Source: an optimization exercise on an open RTL-to-GDS flow (aim: small area, a short achievable clock period and few clock cycles per item). Production flows keep margins and buffers that such runs may drop. Function was checked by simulation only, so behaviour that the tests miss may differ from the original. No activity file was given, so power comes from the tool's default toggle rates.

`flow/run.sh`:
```
#!/bin/bash
# Standard layout, with plain buffers on the ports, resizing not tied to
# cell footprints and a clock tree without dummy loads. Each step's own log
# is also kept under orfs/logs/.
set -euo pipefail
bash standard.sh \
  "BUFFER_PORTS_ARGS=-buffer_cell sky130_fd_sc_hd__buf_1" \
  MATCH_CELL_FOOTPRINT=0 \
  "CTS_ARGS=-sink_clustering_enable -repair_clock_nets -sink_clustering_size 30 -buf_list {sky130_fd_sc_hd__clkbuf_4 sky130_fd_sc_hd__clkbuf_8} -dont_use_dummy_load" \
  finish > standard.log 2>&1
```
`standard.sh`:
```
#!/bin/bash
# synth_recipe.tcl (not shown) runs the flow's synth.tcl, then flattens the netlist and writes it again
# the make line also repeats each setting of config.mk as NAME=value (left out here)
make -C /OpenROAD-flow-scripts/flow DESIGN_CONFIG=/design/flow/config.mk WORK_HOME=/design/flow/orfs CLKGATE_MAP_FILE= SYNTH_SCRIPT=/design/flow/synth_recipe.tcl "${@:-finish}"
```
`config.mk`:
```
export PLATFORM = sky130hd
export DESIGN_NAME = mul_axil
export DESIGN_NICKNAME = mul_axil
export VERILOG_FILES = /design/flow/design.v
export SDC_FILE = /design/flow/constraint.sdc
export NUM_CORES = 4
export LEC_CHECK = 0
export CAP_MARGIN = 20
export CORE_MARGIN = 2
export CORE_UTILIZATION = 55
export CTS_BUF_LIST = sky130_fd_sc_hd__clkbuf_4 sky130_fd_sc_hd__clkbuf_8
export SETUP_SLACK_MARGIN = 0.8
export SLEW_MARGIN = 20
```
`constraint.sdc`:
```
create_clock -name core_clock -period 3.2 [get_ports {Clk}]
set_input_delay 0.6400 -clock core_clock [delete_from_list [all_inputs] [get_ports {Clk}]]
set_output_delay 0.6400 -clock core_clock [all_outputs]
set_load 0.01 [all_outputs]
```
`design.v`:
```
module mul_axil (
  input  logic        Clk,
  input  logic        arst_n,
  input  logic        s_awvalid,
  output logic        s_awready,
  input  logic [7:0]  s_awaddr,
  input  logic        s_wvalid,
  output logic        s_wready,
  input  logic [31:0] s_wdata,
  input  logic [3:0]  s_wstrb,
  output logic        s_bvalid,
  input  logic        s_bready,
  output logic [1:0]  s_bresp,
  input  logic        s_arvalid,
  output logic        s_arready,
  input  logic [7:0]  s_araddr,
  output logic        s_rvalid,
  input  logic        s_rready,
  output logic [31:0] s_rdata,
  output logic [1:0]  s_rresp
);
  logic        bvalid, rvalid;
  logic        bresp_err;
  logic [31:0] rdata;
  logic [15:0] opa, opb;
  logic wr_fire, rd_fire, ctrl_go;
  logic aw_a, aw_b, aw_c;
  assign wr_fire = s_awvalid & s_wvalid & ~bvalid;
  assign rd_fire = s_arvalid & ~rvalid;
  assign aw_a = (s_awaddr == 8'h00);
  assign aw_b = (s_awaddr == 8'h04);
  assign aw_c = (s_awaddr == 8'h08);
  assign ctrl_go = wr_fire & aw_c & s_wstrb[0] & s_wdata[0];
  always_ff @(posedge Clk or negedge arst_n) begin
    if (!arst_n) begin
      opa <= '0;
      opb <= '0;
    end else begin
      if (wr_fire & aw_a & s_wstrb[0]) opa[7:0]  <= s_wdata[7:0];
      if (wr_fire & aw_a & s_wstrb[1]) opa[15:8] <= s_wdata[15:8];
      if (wr_fire & aw_b & s_wstrb[0]) opb[7:0]  <= s_wdata[7:0];
      if (wr_fire & aw_b & s_wstrb[1]) opb[15:8] <= s_wdata[15:8];
    end
  end
  logic        busy;           
  logic        fin;            
  logic [1:0]  cnt;            
  logic [3:0]  dig;            
  logic [15:0] hs, hc;
  logic [3:0]  ps, pc;
  logic [19:0] hi;
  logic [11:0] lo;
  logic        done;
  logic        has;            
  function automatic logic [39:0] csa(input logic [19:0] x, input logic [19:0] y,
                                      input logic [19:0] z);
    logic [19:0] s, c;
    s = x ^ y ^ z;
    c = ((x & y) | (x & z) | (y & z)) << 1;
    csa = {s, c};
  endfunction
  logic [4:0]  pr;
  logic [19:0] r0, r1, r2, r3, r4, r5;
  logic [19:0] s1, c1, s2, c2, s3, c3, sn, cn;
  assign pr = {1'b0, ps} + {1'b0, pc};
  assign r0 = {4'h0, hs & {16{busy}}};
  assign r1 = {4'h0, hc & {16{busy}}};
  assign r2 = {4'h0, opb & {16{dig[0]}}};
  assign r3 = {3'h0, opb & {16{dig[1]}}, pr[4] & busy};
  assign r4 = {2'h0, opb & {16{dig[2]}}, 2'h0};
  assign r5 = {1'h0, opb & {16{dig[3]}}, 3'h0};
  assign {s1, c1} = csa(r0, r1, r2);
  assign {s2, c2} = csa(r3, r4, r5);
  assign {s3, c3} = csa(s1, c1, s2);
  assign {sn, cn} = csa(s3, c3, c2);
  always_ff @(posedge Clk) begin
    hs <= sn[19:4];
    hc <= cn[19:4];
    ps <= sn[3:0];
    pc <= cn[3:0];
  end
  always_ff @(posedge Clk) begin
    if (busy) begin
      lo <= {pr[3:0], lo[11:4]};
    end
    if (fin) begin
      hi <= {hs, ps} + {hc, pc};
    end
  end
  always_ff @(posedge Clk or negedge arst_n) begin
    if (!arst_n) begin
      cnt  <= '0;
      busy <= 1'b0;
      fin  <= 1'b0;
      done <= 1'b0;
      has  <= 1'b0;
    end else begin
      if (ctrl_go | busy) begin
        cnt <= cnt + 2'd1;
      end
      if (ctrl_go) begin
        busy <= 1'b1;
        has  <= 1'b1;
      end else if (cnt == 2'd3) begin
        busy <= 1'b0;
      end
      fin <= busy & (cnt == 2'd3);
      if (ctrl_go) begin
        done <= 1'b0;
      end else if (busy & (cnt == 2'd1)) begin
        done <= 1'b1;
      end
    end
  end
  always_ff @(posedge Clk) begin
    if (busy) begin
      case (cnt)
        2'd1:    dig <= opa[11:8];
        2'd2:    dig <= opa[15:12];
        default: dig <= opa[3:0];
      endcase
    end else begin
      dig <= ctrl_go ? opa[7:4] : opa[3:0];
    end
  end
  logic sel_a, sel_b, sel_p, st_done, rd_err;
  logic [7:0] ra;
  assign ra = s_araddr;
  always_ff @(posedge Clk or negedge arst_n) begin
    if (!arst_n) begin
      bvalid <= 1'b0;
      rvalid <= 1'b0;
    end else begin
      if (wr_fire)       bvalid <= 1'b1;
      else if (s_bready) bvalid <= 1'b0;
      if (rd_fire)       rvalid <= 1'b1;
      else if (s_rready) rvalid <= 1'b0;
    end
  end
  always_ff @(posedge Clk) begin
    if (!bvalid) bresp_err <= ~(aw_a | aw_b | aw_c);
    if (!rvalid) begin
      sel_a   <= (ra == 8'h00);
      sel_b   <= (ra == 8'h04);
      sel_p   <= (ra == 8'h10) & ~busy & has;
      st_done <= (ra == 8'h0C) & done;
      rd_err  <= ~((ra == 8'h00) | (ra == 8'h04) | (ra == 8'h08) | (ra == 8'h0C)
                   | (ra == 8'h10));
    end
  end
  assign rdata = ({32{sel_p}} & {hi, lo})
               | {16'h0, {16{sel_a}} & opa}
               | {16'h0, {16{sel_b}} & opb}
               | {31'h0, st_done};
  assign s_awready = ~bvalid;
  assign s_wready  = ~bvalid;
  assign s_bvalid  = bvalid;
  assign s_bresp   = {bresp_err, 1'b0};
  assign s_arready = ~rvalid;
  assign s_rvalid  = rvalid;
  assign s_rdata   = rdata;
  assign s_rresp   = {rd_err, 1'b0};
endmodule
```
==> flow_summary.toml, run 1 <==
[status]
status = "finished clean"

[layout]
nets = 866
multi_input_area_um2 = 3645
num_antenna_cells = 0
fin_area_um2 = 7805
syn2layout_area_growth_pct = 12.50
drive_gt1_frac = 0.1172
nFillCells = 1063
regArea_um2 = 2983
fin_util = 0.6261

[placed_design]
place_ws_ns = 0.4891
gp_congestion = 0.8019
hpwl_mm = 11.22
portBuffers = 79
dpl_cell_area_um2 = 7378

[routing]
ant_nets = 0
drt_iter0_drc = 337
detail_route.drc_violations = 0
routedWlPerCell_um = 17.11
dr.pass1.iters = 6
via_count = 4877
finalWirelength_mm = 15.21
viasPerCell = 5.486

[timing]
clock.fmax_ghz = 0.4276
skew_ns = 0.03162
fin_crit_sh = 0.7309
rsz0062_at_grt = "true"
slew_headroom = 0.2829
finalSetupViolations = 0
setup-tns-final_ns = 0
period_minus_slack_ns = 2.339
worst_pin_slew_ns = 1.076
slew_viol_final = 0
fin_ws_ns = 0.8612
hold_violations = 0

[floorplan]
dieArea_um2 = 13530
fp.dieH_um = 116.3
die_x_um = 116.3
start_util = 0.5566
rows = 41
core_um2 = 12470
pin_count = 100

[clock_tree]
clk_latency_ns = 0.45
clockBufferDepth = 2
numCtsBuffers = 17
cts_root_buf = "clkbuf_8"
cts_tree = "done"
clkSinkCount = 119
cts_hold_buf = 0
clkTransAtPathRegs_ns = 0.08
h-tree-depth = 4

[setup_path]
path_class = "reg -> out"
critical_path_required_ns = 2.56
cp_max_fo = 14
cp-end-kind = "primary output"
arrival_ns = 1.70
critPathLaunchType = "flip-flop"

[pwr]
pwr-share-comb = 0.078
clkPwrFrac = 0.349
power_density_nw_per_um2 = 358.5
internal_power_uw = 2129
netSwitchingFraction = 0.2391
p_leak_uw = 0.003389
vdd_drop_max_uv = 239.9
pwr-share-seq = 0.573
p_switching_uw = 668.9

[logic_synthesis]
synthArstFlopShare = 0.3361
synth_top_area_frac = 0.1731
syn_area_per_cell_um2 = 11.01
netlist-cell-type-count = 54
netlist_top_cells_area = "fa_1, edfxtp_1, dfrtp_1, dfxtp_1, nand2_1"
synth.cell_area_um2 = 6938
ys_seq_area_frac = 0.4271
ys_warn_count = 1
yosys_most_used_dff = "dfxtp_1"
synthCells = 630
synth_edf_count = 38
synth_area_leader_cell = "fa_1"
synth_seq_cells = 119

[worst_hold_path]
hold_class = "in -> async"

[global_route]
grtUsageTotal = 0.2422
grt_max_degree = 32
grt_antenna_before_repair = 0
overflow = 0
grt_pass1_vias = 4891
grt_pass1_wl_mm = 24.18

[job]
drv_cap = 0
==> final cells by class <==
class,instances,share of cell area
Inverter,72,0.03463
Tap cell,172,0.02757
Multi-Input combinational cell,418,0.4670
Timing Repair Buffer,91,0.05867
Clock buffer,17,0.02998
Sequential cell,119,0.3822
==> power groups by stage <==
stage          sequential, µW  clock (µW)  combinational, µW
3_5_place_dp             1660           0                175
5_1_grt                  1600        1060                242
3_3_place_gp             1650           0                172
6_report                 1600         976                220
2_1_floorplan            1630           0                113
4_1_cts                  1600        1000                216
==> per-layer routing <==
metal	vias to the layer above	wire [µm]	share of wire	GRT usage
li1	2287	-	-	-
met1	2443	6661	0.44	0.3267
met2	127	7615	0.50	0.3922
met3	20	745	0.049	0.05864
met4	0	190	0.012	0.07381
met5	-	0	0	0
==> critical path: stages (launching register included) <==
cell and delay [ns]:
edfxtp_1 0.43, buf_12 0.18, buf_12 0.13, a222oi_1 0.29, inv_1 0.08, buf_1 0.13
==> state kept, by name, indices dropped and copies added, names as in the netlist, 2 cells and up <==
register,count
pc,2
hc,16
cnt,2
hs,15
opb,16
dig,4
hi,20
opa,16
ps,4
lo,12
==> placed cells by master (no fill, tap or decap), types with 3 or more instances in the layout <==
master,synthesis,routed
o21ai_0,13,13
dfxtp_4,0,4
edfxtp_1,38,38
ha_1,28,27
nor2_1,24,24
nand3_1,12,12
dfxtp_1,41,37
a31oi_1,4,4
nand3b_1,4,4
nor3_1,5,5
a21o_1,7,7
mux2_2,32,32
a222oi_1,15,15
xnor2_1,9,9
xor2_1,4,4
inv_1,72,72
o21a_1,4,4
nand2_1,104,103
a211oi_1,5,5
o221a_2,3,3
dfrtp_1,40,38
buf_12,0,5
buf_4,5,6
clkbuf_8,0,17
and2_1,35,34
buf_1,0,78
a21oi_1,9,9
fa_1,60,59
and3_1,6,6
==> cell families (layout without fill, tap and decap cells) <==
family | count (synthesis) | in the layout | share of synthesized area
AO/OA/AOI/OAI | 78 | 78 | 0.08620
XOR/XNOR | 13 | 13 | 0.01641
adder cells (fa/ha/maj) | 88 | 88 | 0.2236
buffers and inverters | 94 | 180 | 0.05374
flip-flops | 119 | 119 | 0.4271
multiplexers | 33 | 33 | 0.05338
other | 1 | 2 | 0.0005405
AND/OR/NAND/NOR | 204 | 204 | 0.1390
==> Yosys cell counts, types with 6 or more instances <==
| cell type | number |
|---|---|
| mux2_2 | 32 |
| ha_1 | 28 |
| nand3_1 | 12 |
| xnor2_1 | 9 |
| nor2_1 | 24 |
| a222oi_1 | 15 |
| a21o_1 | 7 |
| dfxtp_1 | 41 |
| edfxtp_1 | 38 |
| clkbuf_1 | 16 |
| o21ai_0 | 13 |
| fa_1 | 60 |
| nand2_1 | 104 |
| dfrtp_1 | 40 |
| inv_1 | 72 |
| and3_1 | 6 |
| a21oi_1 | 9 |
| and2_1 | 35 |
==> final timing paths <==
| check | start | end | slack [ns] | cells after the start |
|---|---|---|---|---|
| setup / recovery | sel_p$_DFFE_PN_ | s_rdata[13] | 0.86 | 5 |
| hold / removal | arst_n | opa[4]$_DFFE_PN0P_ | 0.28 | 1 |
| setup reg to reg | pc[2]$_DFF_P_ | hi[16]$_DFFE_PP_ | 0.86 | 7 |
| hold reg to reg | lo[11]$_DFFE_PP_ | lo[7]$_DFFE_PP_ | 0.45 | 0 |
| max in group asynchronous | arst_n | opb[15]$_DFFE_PN0P_ | 2.25 | 2 |
| min in group core_clock | s_rready | rvalid$_DFFE_PN0P_ | 0.35 | 2 |
==> per-stage QoR <==
step / instances / hold slack [ns] / power, µW
finish: 889 / 0.2817 / 2798
floorplan: 631 / 0.3444 / 1741
CTS: 885 / 0.2792 / 2824
detailed placement: 863 / 0.4298 / 1831
global route: 889 / 0.3299 / 2911
global placement: 863 / 0.4355 / 1826
==> timing repair <==
| action | 4_1_cts | 5_1_grt |
|---|---|---|
| pin swaps | 1 | 4 |
| endpoints found under the setup margin | 63 | 20 |
| resized for setup | 8 | 10 |
| setup buffers | 5 | 4 |
Testbench counts, summed over its fixed seeds: cycles 5,120, items 512.
==> inputs of run 2 (changes only) <==
--- a/flow/run.sh
+++ b/flow/run.sh
@@ -7,4 +7,5 @@
   "BUFFER_PORTS_ARGS=-buffer_cell sky130_fd_sc_hd__buf_1" \
   MATCH_CELL_FOOTPRINT=0 \
   "CTS_ARGS=-sink_clustering_enable -repair_clock_nets -sink_clustering_size 30 -buf_list {sky130_fd_sc_hd__clkbuf_4 sky130_fd_sc_hd__clkbuf_8} -dont_use_dummy_load" \
+  RECOVER_POWER=50 \
   finish > standard.log 2>&1
==> run 2 against run 1 <==
  * Largest power group unchanged
  * Synthesized cell count stayed put
  * Clock-buffer cell count stayed put
  * Critical path type is now reg -> reg
  * Clock power hardly changed
  * The layout now fails its checks (max-capacitance violations, max-slew violations)
  * Clock skew is 0.0021 ns lower
  * Sequential share of layout area is 0.12 points higher
  * Die area stayed put
  * Register-to-register slack worse by 0.10 ns
  * First-iteration DRC count is 6.2% higher
==> flow_summary.toml, run 2 <==
[floorplan]
pin_count = 100
fp.dieH_um = 116.3
core_um2 = 12470
die_x_um = 116.3
dieArea_um2 = 13530
rows = 41
start_util = 0.5566

[placed_design]
portBuffers = 79
gp_congestion = 0.8019
place_ws_ns = 0.4891
hpwl_mm = 11.22

[setup_path]
critPathLaunchType = "flip-flop"
crit_family = "compound AO/OA/AOI/OAI gates"
max_stage_delay_ns = 0.46
slowest_stage = "fa_1"
critical_path_required_ns = 3.36
cp_max_fo = 4
crit_chain = "ha_1 > fa_1 > a21o_1 > a22o_4 > o31ai_4 > and2_4 > o311ai_0"
arrival_ns = 2.60
path_class = "reg -> reg"
reg2reg_slack_ns = 0.76
crit_buf_inv = 0
cp-end-kind = "flip-flop"

[routing]
via_count = 4886
ant_nets = 0
routedWlPerCell_um = 17.15
finalWirelength_mm = 15.25
viasPerCell = 5.496
drt_iter0_drc = 358
dr.pass1.iters = 6
detail_route.drc_violations = 0

[layout]
drive_gt1_frac = 0.1060
regMostFlops = "hi"
nets = 866
most-common-layout-cells = "nand2_1, buf_1, inv_1, fa_1"
syn2layout_area_growth_pct = 12.14
final_common_cell = "nand2_1"
largest_reg_flops = 20
num_antenna_cells = 0

[global_route]
grtUsageMet1 = 0.3267
grt_pass1_wl_mm = 24.18
grt_pass1_vias = 4891
overflow = 0
grt-busiest-layer = "met2"
grt_max_degree = 32
grt_use_met3 = 0.05864
use_met2 = 0.3922
grtUsageTotal = 0.2422
grt_antenna_before_repair = 0

[logic_synthesis]
synth_top_area_frac = 0.1731
ys_seq_area_frac = 0.4271
netlist_top_cells_area = "fa_1, edfxtp_1, dfrtp_1, dfxtp_1, nand2_1"
syn_area_per_cell_um2 = 11.01
synthCells = 630
synth_commonest_cells = "nand2_1, inv_1, fa_1"
ys_warn_count = 1
synth_edf_count = 38
synth_seq_cells = 119
netlist-cell-type-count = 54
yosysMostFrequentCell = "nand2_1"
synth.cell_area_um2 = 6938
yosys_most_used_dff = "dfxtp_1"
synth_area_leader_cell = "fa_1"
synthArstFlopShare = 0.3361

[timing]
slew_viol_final = 32
setup-tns-final_ns = 0
clock.fmax_ghz = 0.4099
finalSetupViolations = 0
fin_ws_ns = 0.7602
rsz0062_at_grt = "true"
hold_violations = 0
period_minus_slack_ns = 2.440
slew_headroom = -0.1819
worst_pin_slew_ns = 1.773
fin_crit_sh = 0.7625
skew_ns = 0.02953

[status]
status = "finished with violations"
check.faults = "max-capacitance violations, max-slew violations"

[clock_tree]
cts_tree = "done"
numCtsBuffers = 17
h-tree-depth = 4
clkSinkCount = 119
clk_latency_ns = 0.45
cts_root_buf = "clkbuf_8"
clockBufferDepth = 2
clkTransAtPathRegs_ns = 0.08

[pwr]
vdd_drop_max_uv = 239.7
power_density_nw_per_um2 = 359.2
p_leak_uw = 0.003374

[job]
drv_cap = 1

[worst_hold_path]
hold_class = "in -> reg"
[run 2: cell counts after synthesis]
Identical to the previous run, type by type.
[run 2: per-stage QoR]
stage / cell area [µm²] / std cells / total power [µW] / hold WS (ns) / utilization
final: 7780 / 889 / 2795 / 0.3518 / 0.6241
after global routing: 7780 / 889 / 2909 / 0.3554 / 0.6241
after CTS: 7731 / 885 / 2824 / 0.2792 / 0.6202
after detailed placement: 7378 / 863 / 1831 / 0.4298 / 0.5919
after global placement: 7378 / 863 / 1826 / 0.4355 / 0.5919
after floorplan: 6972 / 631 / 1741 / 0.3444 / -
[run 2: cell families after synthesis]
logic type      after synthesis  share of synthesized area
flops                       119                     0.4271
compound gates               78                    0.08620
fa+ha+maj                    88                     0.2236
simple gates                204                     0.1390
xor+xnor                     13                    0.01641
buf+inv                      94                    0.05374
other cells                   1                  0.0005405
mux                          33                    0.05338
[run 2: area by class of cell]
type                            instances  area [µm²]
Fill cell                            1071        4686
Tap cell                              172       215.2
Inverter                               72       270.3
Clock buffer                           17       234.0
Sequential cell                       119        2983
Multi-Input combinational cell        418        3632
Timing Repair Buffer                   91       445.4
[run 2: worst paths after layout]
path | start | endpoint | cells past startpoint
worst min register to register | lo[5]$_DFFE_PP_ | lo[1]$_DFFE_PP_ | 0
worst max register to register | pc[2]$_DFF_P_ | hi[16]$_DFFE_PP_ | 7
worst max-delay path | pc[2]$_DFF_P_ | hi[16]$_DFFE_PP_ | 7
min in group asynchronous | arst_n | opb[8]$_DFFE_PN0P_ | 1
max in group asynchronous | arst_n | busy$_DFFE_PN0P_ | 1
worst min-delay path | s_rready | rvalid$_DFFE_PN0P_ | 2
[run 2: worst reg2reg max path: cells and delay by family, from the launching register on]
kind / cells / cell delay [ns]
adder cells (fa/ha/maj): 2 / 0.68
AND/OR/NAND/NOR: 1 / 0.21
AO/OA/AOI/OAI: 4 / 0.95
flip-flops: 1 / 0.31
[run 2: timing repair]
action | in CTS | in global routing
setup endpoints to repair | 63 | 20
buffers inserted | 5 | 4
pin swaps | 1 | 4
resized for setup | 8 | 10
hold buffers | 0 | 0
[run 2: power by group]
group	switching, µW	internal [µW]
sequential	24.5	1580
combinational	132	85.7
clock	510	465
[run 2: metal layers]
metal | routed length (µm) | vias to the layer above
li1 | - | 2289
met1 | 6664 | 2452
met2 | 7645 | 127
met3 | 750 | 18
met4 | 189 | 0
met5 | 0 | -
==> inputs of run 3 (changes only) <==
--- a/flow/run.sh
+++ b/flow/run.sh
@@ -7,5 +7,4 @@
   "BUFFER_PORTS_ARGS=-buffer_cell sky130_fd_sc_hd__buf_1" \
   MATCH_CELL_FOOTPRINT=0 \
   "CTS_ARGS=-sink_clustering_enable -repair_clock_nets -sink_clustering_size 30 -buf_list {sky130_fd_sc_hd__clkbuf_4 sky130_fd_sc_hd__clkbuf_8} -dont_use_dummy_load" \
-  RECOVER_POWER=50 \
   finish > standard.log 2>&1
--- a/config.mk
+++ b/config.mk
@@ -7,7 +7,7 @@
 export LEC_CHECK = 0
 export CAP_MARGIN = 20
 export CORE_MARGIN = 2
-export CORE_UTILIZATION = 55
+export CORE_UTILIZATION = 50
 export CTS_BUF_LIST = sky130_fd_sc_hd__clkbuf_4 sky130_fd_sc_hd__clkbuf_8
 export SETUP_SLACK_MARGIN = 0.8
 export SLEW_MARGIN = 20
==> run 3 against run 2 <==
  * The run now finishes clean
  * First-iteration DRC count up 34%
  * Register-to-register slack better by 0.07 ns
  * Sequential power barely moved
  * Clock-buffer cell count is the same
  * Clock skew is 0.0048 ns lower
  * Die area increased by 9.6%
  * Total power about the same
  * Synthesized cell count unchanged
  * Via count increased by 0.20%
  * Sequential share of layout area fell by 0.24 points
  * Final cell count increased by 1.1%
==> flow_summary.toml, run 3 <==
[global_route]
grtUsageMet1 = 0.3084
overflow = 0
grt_max_degree = 41
grt_pass1_vias = 4887
grtUsageTotal = 0.2242
grt_use_met3 = 0.05712
grt-busiest-layer = "met2"
grt_antenna_before_repair = 0
use_met2 = 0.3575
grt_pass1_wl_mm = 24.83

[logic_synthesis]
synth_area_leader_cell = "fa_1"
synth.cell_area_um2 = 6938
synth_edf_count = 38
ys_warn_count = 1
yosys_most_used_dff = "dfxtp_1"
ys_seq_area_frac = 0.4271
synth_seq_cells = 119
syn_area_per_cell_um2 = 11.01
synthArstFlopShare = 0.3361
netlist_top_cells_area = "fa_1, edfxtp_1, dfrtp_1, dfxtp_1, nand2_1"
yosysMostFrequentCell = "nand2_1"
netlist-cell-type-count = 54
synthCells = 630
synth_top_area_frac = 0.1731
synth_commonest_cells = "nand2_1, inv_1, fa_1"

[floorplan]
core_um2 = 13720
dieArea_um2 = 14830
pin_count = 100
start_util = 0.5057
rows = 43
fp.dieH_um = 121.8
die_x_um = 121.8

[layout]
num_antenna_cells = 0
syn2layout_area_growth_pct = 12.89
regMostFlops = "hi"
drive_gt1_frac = 0.1210
nets = 868
largest_reg_flops = 20
most-common-layout-cells = "nand2_1, buf_1, inv_1, fa_1, edfxtp_1"
fin_cells = 899
final_common_cell = "nand2_1"
fin_area_um2 = 7833
nFillCells = 1203

[clock_tree]
clkTransAtPathRegs_ns = 0.07
cts_hold_buf = 0
numCtsBuffers = 17
clockBufferDepth = 2
cts_tree = "done"
clk_latency_ns = 0.45
cts_root_buf = "clkbuf_8"
clkSinkCount = 119
h-tree-depth = 4

[setup_path]
critPathLaunchType = "flip-flop"
critical_path_required_ns = 3.35
reg2reg_slack_ns = 0.84
cp-end-kind = "flip-flop"
arrival_ns = 2.52
r2r-end = "hi[16]$_DFFE_PP_"
ff2ff_path_depth = 7
path_class = "reg -> reg"
cp_max_fo = 4
crit-reg2reg-launch = "ps[2]$_DFF_P_"

[timing]
skew_ns = 0.02474
hold_violations = 0
finalSetupViolations = 0
rsz0062_at_grt = "true"
worst_pin_slew_ns = 1.034
period_minus_slack_ns = 2.365
slew_viol_final = 0
fin_crit_sh = 0.7390
setup-tns-final_ns = 0
clock.fmax_ghz = 0.4229
slew_headroom = 0.3109

[routing]
routedWlPerCell_um = 16.97
dr.pass1.iters = 6
detail_route.drc_violations = 0
viasPerCell = 5.446
via_count = 4896
drt_iter0_drc = 478
finalWirelength_mm = 15.26
ant_nets = 0

[placed_design]
hpwl_mm = 11.17
place_inst = 870
portBuffers = 79
dpl_cell_area_um2 = 7381
gp_congestion = 0.8264

[pwr]
power_density_nw_per_um2 = 356.8
total_power_uw = 2794
p_leak_uw = 0.003397
vdd_drop_max_uv = 219.0

[status]
status = "finished clean"

[worst_hold_path]
hold_class = "in -> async"

[job]
drv_cap = 0
## run 3: worst max-delay path by stage
stage	start	end	slack, ns	cells past startpoint
floorplan	busy$_DFFE_PN0P_	ps[3]$_DFF_P_	0.79	7
global placement	ps[2]$_DFF_P_	hi[16]$_DFFE_PP_	0.54	7
detailed placement	busy$_DFFE_PN0P_	hs[8]$_DFF_P_	0.50	5
CTS	opb[0]$_DFFE_PN0P_	ps[3]$_DFF_P_	0.83	6
global route	sel_p$_DFFE_PN_	s_rdata[9]	0.76	4
finish	ps[2]$_DFF_P_	hi[16]$_DFFE_PP_	0.84	7
## run 3: power breakdown
group	internal, µW	switching [µW]	total (µW)
registers	1580	24.6	1600
clock network	465	508	972
logic	88.3	131	220
total	2130	664	2790
## run 3: metal layers
layer  wire (µm)  vias up  part of all wire
li1            -     2292                 -
met1        6949     2470              0.46
met2        7317      116              0.48
met3         822       18             0.054
met4         168        0             0.011
met5           0        -                 0
## run 3: repair_timing
| item | 4_1_cts | 5_1_grt |
|---|---|---|
| setup endpoints to repair | 65 | 11 |
| setup buffers | 7 | 5 |
| gates resized for setup | 8 | 11 |
| gates cloned | 0 | 0 |
| pin swaps | 1 | 3 |
## run 3: metrics by stage
| step | hold slack, ns | utilization | setup WS, ns |
|---|---|---|---|
| 2_1_floorplan | 0.3444 | - | 0.7895 |
| 3_3_place_gp | 0.4338 | 0.5380 | 0.5402 |
| 3_5_place_dp | 0.4232 | 0.5380 | 0.4950 |
| 4_1_cts | 0.3331 | 0.5655 | 0.8300 |
| 5_1_grt | 0.3499 | 0.5709 | 0.7623 |
| 6_report | 0.3220 | 0.5709 | 0.8351 |
## run 3: worst max-delay path: stages (launching register included)
cell and delay [ns]:
dfxtp_1 0.31, ha_2 0.21, fa_2 0.40, a21o_1 0.22, a22o_2 0.28, o31ai_4 0.32, and2_4 0.20, o311ai_0 0.13
## run 3: logic make-up after synthesis
| family | Yosys count | synth area share |
|---|---|---|
| xor+xnor | 13 | 0.01641 |
| mux | 33 | 0.05338 |
| fa+ha+maj | 88 | 0.2236 |
| flops | 119 | 0.4271 |
| compound gates | 78 | 0.08620 |
| buf+inv | 94 | 0.05374 |
| other cells | 1 | 0.0005405 |
| simple gates | 204 | 0.1390 |
## run 3: cell type report
type / instances / area, µm² / area share
Clock buffer: 17 / 234.0 / 0.02987
Multi-Input combinational cell: 418 / 3631 / 0.4636
Sequential cell: 119 / 2984 / 0.3810
Timing Repair Buffer: 93 / 488.0 / 0.06230
Inverter: 72 / 270.3 / 0.03450
Tap cell: 180 / 225.2 / 0.02875
==> inputs of run 4 (changes only) <==
--- a/config.mk
+++ b/config.mk
@@ -7,7 +7,7 @@
 export LEC_CHECK = 0
 export CAP_MARGIN = 20
 export CORE_MARGIN = 2
-export CORE_UTILIZATION = 50
+export CORE_UTILIZATION = 60
 export CTS_BUF_LIST = sky130_fd_sc_hd__clkbuf_4 sky130_fd_sc_hd__clkbuf_8
 export SETUP_SLACK_MARGIN = 0.8
 export SLEW_MARGIN = 20
==> run 4 against run 3 <==
  * Non-clock buffer count fell by 3
  * Sequential share of layout area rose by 0.42 points
  * Hold slack improved by 0.019 ns
  * Clock skew fell by 0.0017 ns
  * Die area fell by 16%
  * Sequential cell count did not move
  * Via count rose by 1.8%
  * Synthesized cell count did not move
  * Global-route usage rose by 3.0 points
  * Sequential power barely moved
  * Critical path type unchanged
  * Largest power group unchanged
  * Highest routed layer unchanged
==> flow_summary.toml, run 4 <==
[layout]
most-common-layout-cells = "nand2_1, buf_1, inv_1, fa_1, dfrtp_1"
nFillCells = 887
drive_gt1_frac = 0.1131
num_antenna_cells = 0
final_common_cell = "nand2_1"
fin_area_um2 = 7727
fin_cells = 859
regMostFlops = "hi"
nets = 865
syn2layout_area_growth_pct = 11.38
largest_reg_flops = 20

[global_route]
grt_pass1_vias = 4952
overflow = 0
grt_max_degree = 41
grtUsageTotal = 0.2547
grt_antenna_before_repair = 0
grt_pass1_wl_mm = 24.13

[routing]
drt_iter0_drc = 422
ant_nets = 0
routedWlPerCell_um = 17.25
viasPerCell = 5.800
dr.pass1.iters = 5
detail_route.drc_violations = 0
finalWirelength_mm = 14.82
via_count = 4982

[clock_tree]
cts_hold_buf = 0
cts_root_buf = "clkbuf_8"
cts_tree = "done"
numCtsBuffers = 17
clk_latency_ns = 0.43
clkTransAtPathRegs_ns = 0.07
h-tree-depth = 4
clockBufferDepth = 2
clkSinkCount = 119

[placed_design]
dpl_cell_area_um2 = 7335
place_inst = 833
gp_congestion = 0.8880
hpwl_mm = 10.93
portBuffers = 79

[pwr]
netSwitchingFraction = 0.2342
pwr-share-comb = 0.075
clkPwrFrac = 0.347
p_leak_uw = 0.003377
total_power_uw = 2774
p_switching_uw = 649.7
power_density_nw_per_um2 = 359.0
vdd_drop_max_uv = 383.0
internal_power_uw = 2124
pwr-share-seq = 0.578

[timing]
setup-tns-final_ns = 0
worst_pin_slew_ns = 1.021
fin_crit_sh = 0.7348
hold_violations = 0
skew_ns = 0.02309
slew_headroom = 0.3196
period_minus_slack_ns = 2.351
rsz0062_at_grt = "true"
clock.fmax_ghz = 0.4253
finalSetupViolations = 0
slew_viol_final = 0

[logic_synthesis]
synth_area_leader_cell = "fa_1"
netlist-cell-type-count = 54
synth_edf_count = 38
yosys_most_used_dff = "dfxtp_1"
synthCells = 630
synthArstFlopShare = 0.3361
ys_seq_area_frac = 0.4271
synth_seq_cells = 119
yosysMostFrequentCell = "nand2_1"
synth_commonest_cells = "nand2_1, inv_1, fa_1"
ys_warn_count = 1
netlist_top_cells_area = "fa_1, edfxtp_1, dfrtp_1, dfxtp_1, nand2_1"
synth.cell_area_um2 = 6938
synth_top_area_frac = 0.1731
syn_area_per_cell_um2 = 11.01

[floorplan]
core_um2 = 11370
pin_count = 100
start_util = 0.6102
fp.dieH_um = 111.5
rows = 39
dieArea_um2 = 12440
die_x_um = 111.5

[setup_path]
critPathLaunchType = "flip-flop"
cp-end-kind = "flip-flop"
ff2ff_path_depth = 7
r2r-end = "hi[16]$_DFFE_PP_"
arrival_ns = 2.48
cp_max_fo = 4
reg2reg_slack_ns = 0.85
path_class = "reg -> reg"
crit-reg2reg-launch = "ps[2]$_DFF_P_"
critical_path_required_ns = 3.33

[job]
drv_cap = 0

[worst_hold_path]
hold_class = "in -> async"

[status]
status = "finished clean"
## run 4: cell counts after synthesis
No cell type changed its count.
## run 4: kinds of logic (layout without fill, tap and decap cells)
kind of cell | after synthesis | count (layout) | synth area share
AOI/OAI and AO/OA | 78 | 78 | 0.08620
and+or+nand+nor | 204 | 204 | 0.1390
DFF | 119 | 119 | 0.4271
other | 1 | 2 | 0.0005405
muxes | 33 | 33 | 0.05338
xor gates and xnor gates | 13 | 13 | 0.01641
adders and majority gates | 88 | 88 | 0.2236
buffers and inverters | 94 | 179 | 0.05374
## run 4: layout make-up
type	instances	area, µm²	area share
inverters	72	270.3	0.03497
well taps	143	178.9	0.02315
multi-input cells	418	3638	0.4709
clock buffers	17	234.0	0.03028
repair buffers	90	429.2	0.05554
flip-flops and latches	119	2977	0.3852
## run 4: layer usage
layer | wire length, µm | global-route usage | vias up
met5 | 0 | 0 | -
met4 | 266 | 0.1045 | 0
met3 | 1051 | 0.05607 | 23
met2 | 7344 | 0.4187 | 199
met1 | 6153 | 0.3322 | 2473
li1 | - | - | 2287
## run 4: through the flow
stage / util / setup WS [ns] / hold WS, ns
floorplan: - / 0.7895 / 0.3444
global placement: 0.6451 / 0.5386 / 0.4199
detailed placement: 0.6451 / 0.4934 / 0.4196
CTS: 0.6761 / 0.7591 / 0.3410
global route: 0.6797 / 0.7790 / 0.3812
finish: 0.6797 / 0.8486 / 0.3412
## run 4: critical path: stages, from the launching register on
cell,delay [ns]
dfxtp_1,0.31
ha_2,0.21
fa_2,0.39
a21o_1,0.23
a22o_4,0.25
o31ai_4,0.34
and2_4,0.21
o311ai_0,0.12
## run 4: what timing repair did
item	4_1_cts	5_1_grt
gates cloned	0	0
setup endpoints to repair	64	17
pin swaps	1	4
buffers inserted	7	2
gates resized for setup	7	7
## run 4: power groups by stage
stage                     clock network (µW)  registers (µW)  logic (µW)
after global placement                     0            1650         168
after global routing                    1040            1610         231
final                                    962            1600         208
after detailed placement                   0            1650         172
after CTS                                988            1600         210
after floorplan                            0            1630         113
## run 4: how the worst max path moves through the flow
stage,slack (ns),cells after the start,end,startpoint
after floorplan,0.79,7,ps[3]$_DFF_P_,busy$_DFFE_PN0P_
after global placement,0.54,5,hs[8]$_DFF_P_,busy$_DFFE_PN0P_
after detailed placement,0.49,5,hs[8]$_DFF_P_,busy$_DFFE_PN0P_
after CTS,0.76,7,hi[16]$_DFFE_PP_,ps[2]$_DFF_P_
after global routing,0.78,7,hi[16]$_DFFE_PP_,ps[2]$_DFF_P_
final,0.85,7,hi[16]$_DFFE_PP_,ps[2]$_DFF_P_
==> inputs of run 5 (changes only) <==
--- a/config.mk
+++ b/config.mk
@@ -7,7 +7,7 @@
 export LEC_CHECK = 0
 export CAP_MARGIN = 20
 export CORE_MARGIN = 2
-export CORE_UTILIZATION = 60
+export CORE_UTILIZATION = 70
 export CTS_BUF_LIST = sky130_fd_sc_hd__clkbuf_4 sky130_fd_sc_hd__clkbuf_8
 export SETUP_SLACK_MARGIN = 0.8
 export SLEW_MARGIN = 20
==> run 5 against run 4 <==
  * Still clean on timing, DRC and antenna
  * Clock power is essentially flat
  * Sequential share of layout area grew 0.065 points
  * Critical path depth is the same
  * Total power grew 0.17%
  * Non-clock buffer count shrank 1
  * Largest power group unchanged
  * Highest routed layer unchanged
==> flow_summary.toml, run 5 <==
[layout]
drive_gt1_frac = 0.1147
largest_reg_flops = 20
regMostFlops = "hi"
nets = 864
final_common_cell = "nand2_1"
fin_util = 0.7979
fin_area_um2 = 7727
num_antenna_cells = 0
most-common-layout-cells = "nand2_1, buf_1, inv_1, fa_1, dfrtp_1"
syn2layout_area_growth_pct = 11.38

[floorplan]
pin_count = 100
fp.dieH_um = 103.6
rows = 36
core_um2 = 9684
start_util = 0.7164
die_x_um = 103.6
dieArea_um2 = 10720

[clock_tree]
cts_root_buf = "clkbuf_8"
clkTransAtPathRegs_ns = 0.07
numCtsBuffers = 17
clockBufferDepth = 2
cts_tree = "done"
clk_latency_ns = 0.45
cts_hold_buf = 0
h-tree-depth = 4
clkSinkCount = 119

[setup_path]
max_stage_delay_ns = 0.40
critical_path_required_ns = 3.36
crit_buf_inv = 0
cp-end-kind = "flip-flop"
critPathLaunchType = "flip-flop"
arrival_ns = 2.50
slowest_stage = "fa_2"
crit_family = "compound AO/OA/AOI/OAI gates"
path_class = "reg -> reg"
reg2reg_slack_ns = 0.85
crit_chain = "ha_2 > fa_2 > a21o_1 > a22o_4 > o31ai_4 > and2_4 > o311ai_0"
cp_max_fo = 4

[timing]
worst_pin_slew_ns = 0.9637
rsz0062_at_grt = "true"
setup-tns-final_ns = 0
slew_viol_final = 0
holdWs_ns = 0.3119
period_minus_slack_ns = 2.346
fin_crit_sh = 0.7330
skew_ns = 0.03072
finalSetupViolations = 0
hold_violations = 0
clock.fmax_ghz = 0.4263
slew_headroom = 0.3575

[logic_synthesis]
synth.cell_area_um2 = 6938
synth_seq_cells = 119
yosys_most_used_dff = "dfxtp_1"
netlist-cell-type-count = 54
yosysMostFrequentCell = "nand2_1"
ys_warn_count = 1
netlist_top_cells_area = "fa_1, edfxtp_1, dfrtp_1, dfxtp_1, nand2_1"
synthArstFlopShare = 0.3361
synthCells = 630
synth_area_leader_cell = "fa_1"
synth_commonest_cells = "nand2_1, inv_1, fa_1"
synth_edf_count = 38
synth_top_area_frac = 0.1731
syn_area_per_cell_um2 = 11.01
ys_seq_area_frac = 0.4271

[placed_design]
hpwl_mm = 10.81
gp_congestion = 0.8117
dpl_cell_area_um2 = 7315
portBuffers = 79

[routing]
viasPerCell = 5.867
finalWirelength_mm = 14.95
detail_route.drc_violations = 0
routedWlPerCell_um = 17.63
dr.pass1.iters = 6
ant_nets = 0
via_count = 4975
drt_iter0_drc = 408

[pwr]
vdd_drop_max_uv = 398.7
p_leak_uw = 0.003383
power_density_nw_per_um2 = 359.6
total_power_uw = 2778

[global_route]
grt_max_degree = 41
overflow = 0
grtUsageTotal = 0.3049
grt_pass1_wl_mm = 25.04
grt_antenna_before_repair = 0
grt_pass1_vias = 5272

[worst_hold_path]
hold_class = "in -> async"

[status]
status = "finished clean"

[job]
drv_cap = 0
==> run 5: metrics by stage <==
stage / instances / setup WS, ns
2_1_floorplan: 631 / 0.7895
3_3_place_gp: 822 / 0.5353
3_5_place_dp: 822 / 0.4862
4_1_cts: 846 / 0.7803
5_1_grt: 848 / 0.7751
6_report: 848 / 0.8543
==> run 5: timing repair <==
action / in CTS / in global routing
buffers inserted: 7 / 2
endpoints found under the setup margin: 64 / 17
pin swaps: 1 / 4
cloned: 0 / 0
resized for setup: 7 / 11
==> run 5: area by class of cell <==
class	instances	area [µm²]
Inverter	72	270.3
Tap cell	133	166.4
Sequential cell	119	2982
Multi-Input combinational cell	418	3638
Fill cell	656	1957
Timing Repair Buffer	89	436.7
Clock buffer	17	234.0
==> run 5: final timing paths <==
path,startpoint,end,cells past startpoint
max,ps[2]$_DFF_P_,hi[16]$_DFFE_PP_,7
min,arst_n,opb[7]$_DFFE_PN0P_,1
max reg2reg,ps[2]$_DFF_P_,hi[16]$_DFFE_PP_,7
min reg2reg,ps[1]$_DFF_P_,hi[1]$_DFFE_PP_,0
max in group asynchronous,arst_n,busy$_DFFE_PN0P_,1
min in group core_clock,s_rready,rvalid$_DFFE_PN0P_,2
==> run 5: logic make-up (layout without fill, tap and decap cells) <==
logic type	count (synthesis)	count (layout)	share of synthesized area
AND/OR/NAND/NOR	204	204	0.1390
flip-flops	119	119	0.4271
buffers and inverters	94	178	0.05374
adder cells (fa/ha/maj)	88	88	0.2236
AO/OA/AOI/OAI	78	78	0.08620
multiplexers	33	33	0.05338
XOR/XNOR	13	13	0.01641
other	1	2	0.0005405
==> run 5: layer usage <==
metal  vias to the layer above  GRT usage  wire [µm]
met5                         -          0          0
met4                         0     0.1178        334
met3                        30    0.07048       1104
met2                       194     0.5014       7598
met1                      2468     0.3994       5908
li1                       2283          -          -
==> run 5: power by group <==
part           leakage (µW)  internal, µW  switching, µW  total [µW]
Sequential          0.00120          1580           24.6        1600
Clock              0.000122           464            498         962
Combinational       0.00206          83.8            130         214
Total               0.00338          2130            653        2780
==> inputs of run 6 (changes only) <==
--- a/config.mk
+++ b/config.mk
@@ -7,7 +7,7 @@
 export LEC_CHECK = 0
 export CAP_MARGIN = 20
 export CORE_MARGIN = 2
-export CORE_UTILIZATION = 70
+export CORE_UTILIZATION = 65
 export CTS_BUF_LIST = sky130_fd_sc_hd__clkbuf_4 sky130_fd_sc_hd__clkbuf_8
 export SETUP_SLACK_MARGIN = 0.8
 export SLEW_MARGIN = 20
==> run 6 against run 5 <==
  * Still clean on timing, DRC and antenna
  * Clock skew is 0.0073 ns lower
  * Clock-buffer cell count stayed put
  * Total power is 0.25% lower
  * Combinational power hardly changed
  * Hold slack better by 0.0039 ns
  * Critical endpoint is now hs[7]$_DFF_P_
  * Largest cell class unchanged
  * Largest power group unchanged
==> flow_summary.toml, run 6 <==
[status]
status = "finished clean"

[routing]
detail_route.drc_violations = 0
ant_nets = 0
viasPerCell = 5.801
drt_iter0_drc = 309
dr.pass1.iters = 6
routedWlPerCell_um = 17.41
finalWirelength_mm = 14.85
via_count = 4948

[clock_tree]
cts_root_buf = "clkbuf_8"
clk_latency_ns = 0.45
cts_hold_buf = 0
clkTransAtPathRegs_ns = 0.06
h-tree-depth = 4
clockBufferDepth = 2
cts_tree = "done"
clkSinkCount = 119
numCtsBuffers = 17

[pwr]
p_leak_uw = 0.003382
vdd_drop_max_uv = 337.2
power_density_nw_per_um2 = 358.4

[timing]
skew_ns = 0.02346
worst_pin_slew_ns = 0.9282
setup-tns-final_ns = 0
slew_headroom = 0.3812
slew_viol_final = 0
fin_crit_sh = 0.7292
period_minus_slack_ns = 2.333
rsz0062_at_grt = "true"
hold_violations = 0
clock.fmax_ghz = 0.4286
finalSetupViolations = 0

[global_route]
overflow = 0
grt_max_degree = 41
grtUsageTotal = 0.2903
grt_antenna_before_repair = 0
grt_pass1_wl_mm = 24.63
grt_pass1_vias = 5107

[logic_synthesis]
synth_area_leader_cell = "fa_1"
synth_seq_cells = 119
synthArstFlopShare = 0.3361
synth_commonest_cells = "nand2_1, inv_1, fa_1"
synthCells = 630
netlist_top_cells_area = "fa_1, edfxtp_1, dfrtp_1, dfxtp_1, nand2_1"
ys_warn_count = 1
synth_top_area_frac = 0.1731
yosysMostFrequentCell = "nand2_1"
yosys_most_used_dff = "dfxtp_1"
netlist-cell-type-count = 54
synth_edf_count = 38
ys_seq_area_frac = 0.4271
syn_area_per_cell_um2 = 11.01
synth.cell_area_um2 = 6938

[floorplan]
start_util = 0.6720
dieArea_um2 = 11520
rows = 37
fp.dieH_um = 107.3
pin_count = 100
core_um2 = 10320
die_x_um = 107.3

[setup_path]
cp_max_fo = 10
slowest_stage = "dfrtp_4"
arrival_ns = 2.64
critPathLaunchType = "flip-flop"
path_class = "reg -> reg"
crit_chain = "buf_12 > nand2_1 > fa_1 > fa_1 > inv_1 > fa_1"
critical_path_required_ns = 3.51
crit_buf_inv = 2
crit_family = "adder cells"
cp-end-kind = "flip-flop"
max_stage_delay_ns = 0.51
crit_top_cell = "fa_1"

[layout]
final_common_cell = "nand2_1"
fin_util = 0.7491
num_antenna_cells = 0
syn2layout_area_growth_pct = 11.47
drive_gt1_frac = 0.1185
most-common-layout-cells = "nand2_1, buf_1, inv_1, fa_1, edfxtp_1"
nets = 866
regMostFlops = "hi"
largest_reg_flops = 20

[worst_hold_path]
hold_class = "in -> async"

[placed_design]
hpwl_mm = 10.90
portBuffers = 79
gp_congestion = 0.8883

[job]
drv_cap = 0
==> run 6: cells by family after synthesis <==
family | Yosys count | share of synthesized area
simple gates | 204 | 0.1390
flops | 119 | 0.4271
buf+inv | 94 | 0.05374
fa+ha+maj | 88 | 0.2236
compound gates | 78 | 0.08620
mux | 33 | 0.05338
xor+xnor | 13 | 0.01641
other cells | 1 | 0.0005405
==> run 6: layout make-up <==
type                    instances  area [µm²]
clock buffers                  17       234.0
fillers                       727        2590
inverters                      72       270.3
multi-input cells             418        3641
flip-flops and latches        119        2982
well taps                     136       170.2
repair buffers                 91       436.7
==> run 6: stage by stage <==
step	instance area, µm²	setup slack [ns]	total power [µW]	hold slack (ns)	instances
5_1_grt	7734	0.7942	2883	0.3510	853
2_1_floorplan	6972	0.7895	1741	0.3444	631
3_3_place_gp	7318	0.5478	1820	0.4340	825
6_report	7734	0.8667	2772	0.3158	853
3_5_place_dp	7318	0.4673	1827	0.4344	825
4_1_cts	7681	0.8193	2800	0.3352	850
==> run 6: final timing paths <==
check | startpoint | endpoint | slack, ns | cells after the start
worst max-delay path | busy$_DFFE_PN0P_ | hs[7]$_DFF_P_ | 0.87 | 6
max in group asynchronous | arst_n | busy$_DFFE_PN0P_ | 2.24 | 1
worst min register to register | lo[7]$_DFFE_PP_ | lo[3]$_DFFE_PP_ | 0.46 | 0
worst min-delay path | arst_n | cnt[0]$_DFFE_PN0P_ | 0.32 | 1
worst max register to register | busy$_DFFE_PN0P_ | hs[7]$_DFF_P_ | 0.87 | 6
min in group core_clock | s_bready | bvalid$_DFFE_PN0P_ | 0.36 | 2
==> run 6: what timing repair did <==
| item | in CTS | in global routing |
|---|---|---|
| resized for setup | 8 | 11 |
| setup buffers | 8 | 3 |
| pin swaps | 1 | 4 |
| setup endpoints to repair | 64 | 15 |
==> run 6: layer usage <==
layer,track usage,part of all wire,vias up
li1,-,-,2290
met1,0.3653,0.40,2431
met2,0.4810,0.50,194
met3,0.07627,0.074,33
met4,0.1160,0.021,0
met5,0,0,-
==> run 6: power by group <==
group | total (µW) | internal, µW | switching (µW)
clock network | 955 | 464 | 491
registers | 1600 | 1580 | 24.0
logic | 214 | 81.0 | 133
total | 2770 | 2120 | 648
==> inputs of run 7 (changes only) <==
--- a/config.mk
+++ b/config.mk
@@ -9,5 +9,5 @@
 export CORE_MARGIN = 2
 export CORE_UTILIZATION = 65
 export CTS_BUF_LIST = sky130_fd_sc_hd__clkbuf_4 sky130_fd_sc_hd__clkbuf_8
-export SETUP_SLACK_MARGIN = 0.8
+export SETUP_SLACK_MARGIN = 0.85
 export SLEW_MARGIN = 20
==> run 7 against run 6 <==
  * Utilization is 0.17 points higher
  * Clock-buffer cell count stayed put
  * Clock skew is 0.0013 ns lower
  * Final area is 0.23% higher
  * Non-clock buffer count is 1 lower
  * Sequential share of layout area hardly changed
  * Via count is 0.20% higher
  * Global-route usage is 0.12 points higher
  * Routed wire length is 2.5% higher
  * Critical endpoint is now ps[3]$_DFF_P_
  * Largest cell class unchanged
  * Largest power group unchanged
  * Highest routed layer unchanged
==> flow_summary.toml, run 7 <==
[status]
status = "finished clean"

[worst_hold_path]
hold_class = "in -> async"

[timing]
fin_ws_ns = 0.8398
clock.fmax_ghz = 0.4237
holdWs_ns = 0.3271
hold_violations = 0
finalSetupViolations = 0
setup-tns-final_ns = 0
skew_ns = 0.02215
rsz0062_at_grt = "true"
slew_headroom = 0.3730
worst_pin_slew_ns = 0.9405
fin_crit_sh = 0.7376
slew_viol_final = 0
period_minus_slack_ns = 2.360

[layout]
regMostFlops = "hi"
num_antenna_cells = 0
largest_reg_flops = 20
most-common-layout-cells = "nand2_1, buf_1, inv_1, fa_1, edfxtp_1"
syn2layout_area_growth_pct = 11.72
nets = 865
fin_cells = 852
drive_gt1_frac = 0.1215
final_common_cell = "nand2_1"

[clock_tree]
cts_root_buf = "clkbuf_8"
clkSinkCount = 119
clockBufferDepth = 2
clk_latency_ns = 0.44
cts_tree = "done"
cts_hold_buf = 0
numCtsBuffers = 17
h-tree-depth = 4
clkTransAtPathRegs_ns = 0.07

[pwr]
p_leak_uw = 0.003382
netSwitchingFraction = 0.2342
pwr-share-comb = 0.077
clkPwrFrac = 0.345
vdd_drop_max_uv = 297.5
power_density_nw_per_um2 = 358.0
pwr-share-seq = 0.577
p_switching_uw = 649.9
internal_power_uw = 2125

[setup_path]
cp-end-kind = "flip-flop"
arrival_ns = 2.67
critPathLaunchType = "flip-flop"
critical_path_required_ns = 3.51
startpoint = "busy$_DFFE_PN0P_"
crit-reg2reg-launch = "busy$_DFFE_PN0P_"
path_class = "reg -> reg"
cp_max_fo = 10

[routing]
ant_nets = 0
viasPerCell = 5.819
routedWlPerCell_um = 17.87
detail_route.drc_violations = 0
drt_iter0_drc = 319
finalWirelength_mm = 15.23
dr.pass1.iters = 5
via_count = 4958

[logic_synthesis]
synth_commonest_cells = "nand2_1, inv_1, fa_1"
synth_top_area_frac = 0.1731
synth_seq_cells = 119
yosysMostFrequentCell = "nand2_1"
synth.cell_area_um2 = 6938
yosys_most_used_dff = "dfxtp_1"
netlist-cell-type-count = 54
syn_area_per_cell_um2 = 11.01
ys_warn_count = 1
synth_area_leader_cell = "fa_1"
synthArstFlopShare = 0.3361
netlist_top_cells_area = "fa_1, edfxtp_1, dfrtp_1, dfxtp_1, nand2_1"
synthCells = 630
ys_seq_area_frac = 0.4271
synth_edf_count = 38

[floorplan]
rows = 37
pin_count = 100
core_um2 = 10320
start_util = 0.6720
fp.dieH_um = 107.3
die_x_um = 107.3
dieArea_um2 = 11520

[placed_design]
portBuffers = 79
place_inst = 825
place_ws_ns = 0.4734
hpwl_mm = 11.09
gp_congestion = 0.8790

[global_route]
grt_antenna_before_repair = 0
overflow = 0
grt_max_degree = 41
grt_pass1_wl_mm = 24.87
grt_pass1_vias = 5125
grtUsageTotal = 0.2914

[job]
drv_cap = 0
## run 7: timing repair
| item | in CTS | in global routing |
|---|---|---|
| pin swaps | 1 | 5 |
| gates resized for setup | 10 | 12 |
| endpoints found under the setup margin | 66 | 21 |
| setup buffers | 9 | 1 |
## run 7: path summary, 6_finish.rpt
kind                       slack [ns]                 end  cells past startpoint
setup / recovery                 0.84       ps[3]$_DFF_P_                      6
hold reg to reg                  0.46     lo[6]$_DFFE_PP_                      0
setup reg to reg                 0.84       ps[3]$_DFF_P_                      6
hold / removal                   0.33  opb[9]$_DFFE_PN0P_                      1
min in group core_clock          0.38  bvalid$_DFFE_PN0P_                      2
max in group asynchronous        2.22    busy$_DFFE_PN0P_                      1
## run 7: through the flow
step	power [µW]	area, µm²	util
floorplan	1741	6977	-
global placement	1820	7321	0.7091
detailed placement	1826	7321	0.7091
CTS	2791	7709	0.7467
global route	2881	7751	0.7508
finish	2775	7751	0.7508
## run 7: final cells by class
cell class / instances / area (µm²)
Clock buffer: 17 / 234.0
Fill cell: 742 / 2572
Inverter: 72 / 270.3
Multi-Input combinational cell: 418 / 3646
Sequential cell: 119 / 2985
Tap cell: 136 / 170.2
Timing Repair Buffer: 90 / 445.4
## run 7: cell families (layout without fill, tap and decap cells)
| logic type | Yosys count | after routing | synth area share |
|---|---|---|---|
| other | 1 | 2 | 0.0005405 |
| DFF | 119 | 119 | 0.4271 |
| xor gates and xnor gates | 13 | 13 | 0.01641 |
| AOI/OAI and AO/OA | 78 | 78 | 0.08620 |
| adders and majority gates | 88 | 88 | 0.2236 |
| muxes | 33 | 33 | 0.05338 |
| and+or+nand+nor | 204 | 204 | 0.1390 |
| buffers and inverters | 94 | 179 | 0.05374 |
## run 7: critical path, cell delays in order, from the launching register on
cell and delay (ns):
dfrtp_4 0.52, buf_12 0.16, nand2_1 0.09, fa_1 0.44
fa_1 0.52, inv_1 0.05, fa_1 0.44
## run 7: power groups by stage
stage	Clock [µW]	Sequential (µW)	Combinational (µW)
after floorplan	0	1630	113
after global placement	0	1660	164
after detailed placement	0	1660	168
after CTS	975	1600	214
after global routing	1040	1600	235
final	958	1600	214
## run 7: metal layers
layer	GRT usage	routed length [µm]
met5	0	0
met4	0.07885	216
met3	0.08959	981
met2	0.4892	7770
met1	0.3689	6261
==> inputs of run 8 (changes only) <==
--- a/config.mk
+++ b/config.mk
@@ -9,5 +9,5 @@
 export CORE_MARGIN = 2
 export CORE_UTILIZATION = 65
 export CTS_BUF_LIST = sky130_fd_sc_hd__clkbuf_4 sky130_fd_sc_hd__clkbuf_8
-export SETUP_SLACK_MARGIN = 0.85
+export SETUP_SLACK_MARGIN = 0.75
 export SLEW_MARGIN = 20
==> run 8 against run 7 <==
  * Still clean on timing, DRC and antenna
  * Utilization shrank 0.65 points
  * Via count shrank 0.67%
  * Final area shrank 0.87%
  * Clock skew shrank 0.0050 ns
  * Critical endpoint unchanged
  * Largest cell class unchanged
  * Largest power group unchanged
==> flow_summary.toml, run 8 <==
[status]
status = "finished clean"

[global_route]
grt_pass1_wl_mm = 24.76
grt_antenna_before_repair = 0
grtUsageTotal = 0.2880
overflow = 0
grt_max_degree = 41
grt_pass1_vias = 5121

[pwr]
p_switching_uw = 643.3
p_leak_uw = 0.003356
vdd_drop_max_uv = 393.7
netSwitchingFraction = 0.2324
pwr-share-seq = 0.580
clkPwrFrac = 0.344
internal_power_uw = 2125
pwr-share-comb = 0.076
total_power_uw = 2768
power_density_nw_per_um2 = 360.2

[clock_tree]
clkSinkCount = 119
clockBufferDepth = 2
h-tree-depth = 4
clkTransAtPathRegs_ns = 0.06
cts_tree = "done"
cts_hold_buf = 0
cts_root_buf = "clkbuf_8"
clk_latency_ns = 0.43
numCtsBuffers = 17

[placed_design]
place_inst = 825
place_ws_ns = 0.5330
gp_congestion = 0.9131
hpwl_mm = 11.00
portBuffers = 79

[setup_path]
cp-end-kind = "flip-flop"
max_stage_delay_ns = 0.53
ff2ff_path_depth = 6
crit-reg2reg-launch = "opb[0]$_DFFE_PN0P_"
reg2reg_slack_ns = 0.84
crit_top_cell = "fa_1"
critical_path_required_ns = 3.50
crit_chain = "and2_1 > fa_1 > inv_1 > fa_1 > inv_1 > fa_1"
path_class = "reg -> reg"
r2r-end = "ps[3]$_DFF_P_"
cp_max_fo = 6
crit_buf_inv = 2
arrival_ns = 2.66
slowest_stage = "fa_1"
crit_family = "adder cells"
critPathLaunchType = "flip-flop"

[layout]
largest_reg_flops = 20
most-common-layout-cells = "nand2_1, buf_1, inv_1, fa_1"
nets = 863
syn2layout_area_growth_pct = 10.75
regMostFlops = "hi"
fin_cells = 850
num_antenna_cells = 0
final_common_cell = "nand2_1"
drive_gt1_frac = 0.1092

[logic_synthesis]
netlist_top_cells_area = "fa_1, edfxtp_1, dfrtp_1, dfxtp_1, nand2_1"
synth_area_leader_cell = "fa_1"
yosys_most_used_dff = "dfxtp_1"
synth_commonest_cells = "nand2_1, inv_1, fa_1"
syn_area_per_cell_um2 = 11.01
synth_top_area_frac = 0.1731
synth_seq_cells = 119
synthCells = 630
ys_warn_count = 1
synthArstFlopShare = 0.3361
ys_seq_area_frac = 0.4271
yosysMostFrequentCell = "nand2_1"
synth_edf_count = 38
synth.cell_area_um2 = 6938
netlist-cell-type-count = 54

[floorplan]
fp.dieH_um = 107.3
start_util = 0.6720
core_um2 = 10320
rows = 37
die_x_um = 107.3
dieArea_um2 = 11520
pin_count = 100

[worst_hold_path]
hold_class = "in -> async"

[timing]
slew_viol_final = 0
period_minus_slack_ns = 2.360
rsz0062_at_grt = "false"
finalSetupViolations = 0
fin_crit_sh = 0.7375
hold_violations = 0
worst_pin_slew_ns = 0.9507
fin_ws_ns = 0.8400
clock.fmax_ghz = 0.4237
holdWs_ns = 0.3362
slew_headroom = 0.3662
setup-tns-final_ns = 0
skew_ns = 0.01713

[routing]
via_count = 4925
detail_route.drc_violations = 0
ant_nets = 0
viasPerCell = 5.794
drt_iter0_drc = 367
finalWirelength_mm = 14.82
routedWlPerCell_um = 17.43
dr.pass1.iters = 5

[job]
drv_cap = 0
-- run 8: cell counts after synthesis --
No cell type changed its count.
-- run 8: worst max-delay path by stage --
stage	from	to	slack, ns	cells past startpoint
after floorplan	busy$_DFFE_PN0P_	ps[3]$_DFF_P_	0.75	7
after global placement	ps[2]$_DFF_P_	hi[16]$_DFFE_PP_	0.57	7
after detailed placement	ps[2]$_DFF_P_	hi[16]$_DFFE_PP_	0.53	7
after CTS	sel_b$_DFFE_PN_	s_rdata[15]	0.76	3
after global routing	dig[2]$_DFF_P_	hs[6]$_DFF_P_	0.76	5
final	opb[0]$_DFFE_PN0P_	ps[3]$_DFF_P_	0.84	6
-- run 8: area by class of cell --
type | instances | area [µm²]
well taps | 136 | 170.2
multi-input cells | 418 | 3627
fillers | 744 | 2640
repair buffers | 88 | 406.6
flip-flops and latches | 119 | 2975
inverters | 72 | 270.3
clock buffers | 17 | 234.0
-- run 8: kinds of logic (layout without fill, tap and decap cells) --
logic type / Yosys count / after routing / share of synthesized area
AOI/OAI and AO/OA: 78 / 78 / 0.08620
DFF: 119 / 119 / 0.4271
xor gates and xnor gates: 13 / 13 / 0.01641
buffers and inverters: 94 / 177 / 0.05374
adders and majority gates: 88 / 88 / 0.2236
muxes: 33 / 33 / 0.05338
other: 1 / 2 / 0.0005405
and+or+nand+nor: 204 / 204 / 0.1390
-- run 8: routing by layer --
metal,GRT usage,share of wire
met3,0.06416,0.059
met1,0.3760,0.42
met4,0.09555,0.016
met5,0,0
met2,0.4806,0.51
-- run 8: metrics by stage --
stage	area (µm²)	util
final	7684	0.7443
after global routing	7684	0.7443
after CTS	7625	0.7386
after detailed placement	7316	0.7086
after global placement	7316	0.7086
after floorplan	6963	-
-- run 8: power groups by stage --
stage	combinational [µW]	sequential, µW	clock (µW)
global placement	164	1660	0
CTS	197	1610	976
floorplan	112	1630	0
global route	231	1610	1050
detailed placement	168	1660	0
finish	210	1610	953
-- run 8: repair_timing --
item,in CTS,in global routing
resized for setup,7,5
endpoints found under the setup margin,62,24
endpoints found under the hold margin,0,0
pin swaps,1,3
setup buffers,5,3
==> inputs of run 9 (changes only) <==
--- a/config.mk
+++ b/config.mk
@@ -7,7 +7,7 @@
 export LEC_CHECK = 0
 export CAP_MARGIN = 20
 export CORE_MARGIN = 2
-export CORE_UTILIZATION = 65
+export CORE_UTILIZATION = 55
 export CTS_BUF_LIST = sky130_fd_sc_hd__clkbuf_4 sky130_fd_sc_hd__clkbuf_8
-export SETUP_SLACK_MARGIN = 0.75
+export SETUP_SLACK_MARGIN = 0.9
 export SLEW_MARGIN = 20
==> run 9 against run 8 <==
  * Fmax barely moved
  * Still clean on timing, DRC and antenna
  * Critical path type unchanged
  * Combinational power rose by 5%
  * Clock-buffer cell count did not move
  * Die area rose by 17%
==> flow_summary.toml, run 9 <==
[timing]
slew_viol_final = 0
fin_crit_sh = 0.7374
hold_violations = 0
slew_headroom = 0.3109
rsz0062_at_grt = "true"
clock.fmax_ghz = 0.4238
skew_ns = 0.01492
setup-tns-final_ns = 0
finalSetupViolations = 0
worst_pin_slew_ns = 1.034
period_minus_slack_ns = 2.360

[layout]
syn2layout_area_growth_pct = 14.93
regMostFlops = "hi"
fin_area_um2 = 7974
most-common-layout-cells = "nand2_1, buf_1, inv_1, fa_1, edfxtp_1"
largest_reg_flops = 20
drive_gt1_frac = 0.1609
nets = 876
final_common_cell = "nand2_1"
num_antenna_cells = 0

[logic_synthesis]
yosysMostFrequentCell = "nand2_1"
synth_area_leader_cell = "fa_1"
synth_top_area_frac = 0.1731
synthArstFlopShare = 0.3361
netlist-cell-type-count = 54
synth_commonest_cells = "nand2_1, inv_1, fa_1"
ys_seq_area_frac = 0.4271
synth_seq_cells = 119
syn_area_per_cell_um2 = 11.01
yosys_most_used_dff = "dfxtp_1"
ys_warn_count = 1
synthCells = 630
netlist_top_cells_area = "fa_1, edfxtp_1, dfrtp_1, dfxtp_1, nand2_1"
synth.cell_area_um2 = 6938
synth_edf_count = 38

[clock_tree]
clockBufferDepth = 2
clkSinkCount = 119
numCtsBuffers = 17
h-tree-depth = 4
clk_latency_ns = 0.44
cts_tree = "done"
clkTransAtPathRegs_ns = 0.07
cts_root_buf = "clkbuf_8"

[routing]
ant_nets = 0
routedWlPerCell_um = 17.60
viasPerCell = 5.555
detail_route.drc_violations = 0
finalWirelength_mm = 15.82
via_count = 4994
dr.pass1.iters = 7
drt_iter0_drc = 323

[setup_path]
arrival_ns = 2.67
max_stage_delay_ns = 0.53
critPathLaunchType = "flip-flop"
critical_path_required_ns = 3.51
crit_chain = "buf_12 > buf_8 > and2_4 > ha_1 > inv_1 > fa_2 > inv_1 > fa_1"
path_class = "reg -> reg"
crit_family = "adder cells"
cp_max_fo = 5
crit_buf_inv = 4
slowest_stage = "dfrtp_4"
ff2ff_path_depth = 8
cp-end-kind = "flip-flop"
crit_top_cell = "inv_1"
worst-path-stages = 8

[floorplan]
dieArea_um2 = 13530
rows = 41
core_um2 = 12470
start_util = 0.5566
die_x_um = 116.3
fp.dieH_um = 116.3
pin_count = 100

[global_route]
grt_antenna_before_repair = 0
grtUsageTotal = 0.2545
grt_pass1_wl_mm = 25.19
overflow = 0
grt_max_degree = 41
grt_pass1_vias = 4953

[placed_design]
hpwl_mm = 11.38
dpl_cell_area_um2 = 7390
gp_congestion = 0.8199
portBuffers = 79

[status]
status = "finished clean"

[pwr]
power_density_nw_per_um2 = 352.1
vdd_drop_max_uv = 321.8
p_leak_uw = 0.003463

[job]
drv_cap = 0

[worst_hold_path]
hold_class = "in -> async"
-- run 9: cell families after synthesis --
| group | after synthesis | synth area share |
|---|---|---|
| flops | 119 | 0.4271 |
| compound gates | 78 | 0.08620 |
| buf+inv | 94 | 0.05374 |
| xor+xnor | 13 | 0.01641 |
| simple gates | 204 | 0.1390 |
| mux | 33 | 0.05338 |
| fa+ha+maj | 88 | 0.2236 |
| other cells | 1 | 0.0005405 |
-- run 9: worst reg2reg max path: cells and delay by family (launching register included) --
family | cells | cell delay (ns)
and+or+nand+nor | 1 | 0.14
buffers and inverters | 4 | 0.37
adders and majority gates | 3 | 1.20
DFF | 1 | 0.53
-- run 9: area by class of cell --
cell class	instances	area [µm²]
clock buffer	17	234.0
fill	1053	4492
inverter	72	270.3
multi-input combinational	418	3701
sequential	119	2987
tap	172	215.2
timing repair buffer	101	566.8
-- run 9: final timing paths --
path                                  startpoint                 end  slack (ns)
worst max-delay path            busy$_DFFE_PN0P_      hs[11]$_DFF_P_        0.84
worst min-delay path                      arst_n  opa[9]$_DFFE_PN0P_        0.36
worst max register to register  busy$_DFFE_PN0P_      hs[11]$_DFF_P_        0.84
worst min register to register  lo[11]$_DFFE_PP_     lo[7]$_DFFE_PP_        0.46
max in group asynchronous                 arst_n    busy$_DFFE_PN0P_        2.15
min in group core_clock                 s_bready  bvalid$_DFFE_PN0P_        0.37
-- run 9: where the power goes --
| group | switching [µW] | leakage [µW] | internal (µW) |
|---|---|---|---|
| clock | 519 | 0.000122 | 465 |
| combinational | 133 | 0.00215 | 87.8 |
| sequential | 24.6 | 0.00119 | 1580 |
| total | 677 | 0.00346 | 2130 |
-- run 9: repair_timing --
action                     in CTS  in global routing
gates resized for setup        21                 21
cloned                          2                  0
pin swaps                       7                 17
setup endpoints to repair      66                 57
buffers inserted               12                  6
hold buffers                    0                  0
-- run 9: routing by layer --
| layer | track usage | vias up | share of wire |
|---|---|---|---|
| met5 | 0 | - | 0 |
| met4 | 0.07937 | 0 | 0.011 |
| met3 | 0.05760 | 13 | 0.047 |
| met2 | 0.4140 | 136 | 0.50 |
| met1 | 0.3434 | 2526 | 0.45 |
| li1 | - | 2319 | - |
-- run 9: metrics by stage --
step	setup WS (ns)	hold slack [ns]	utilization	std cells	total power [µW]
4_1_cts	0.8441	0.3505	0.6318	893	2830
6_report	0.8402	0.3570	0.6397	899	2808
3_5_place_dp	0.4829	0.4359	0.5928	862	1830
5_1_grt	0.7885	0.3533	0.6397	899	2917
3_3_place_gp	0.5047	0.4371	0.5928	862	1826
2_1_floorplan	0.7895	0.3444	-	631	1742

[static timing again, ports no longer ideal]
In the flow no input, the clock included, has a driving cell. The finished layouts below were timed again as built, in two steps. Step 1 assumes that a clkbuf_16 drives the clock port and a buf_2 every other input. Step 2 times the ports against the registers' clock, not the clock port: input delays grow and output delays shrink by t, the midpoint of the rising clock arrivals with the driver on. Three values: ideal ports, drivers, drivers and shift; two values: the first two.
run | t (ns) | setup WS [ns]
run 1 | 0.466 | 0.861 / 0.829 / 0.522
run 2 | 0.463 | 0.760 / 0.760 / 0.489
run 3 | 0.470 | 0.835 / 0.821 / 0.532
run 4 | 0.456 | 0.849 / 0.849 / 0.527
run 5 | 0.466 | 0.854 / 0.854 / 0.515
run 6 | 0.470 | 0.867 / 0.842 / 0.526
run 7 | 0.464 | 0.840 / 0.840 / 0.560
run 8 | 0.462 | 0.840 / 0.840 / 0.525
run 9 | 0.471 | 0.840 / 0.830 / 0.596
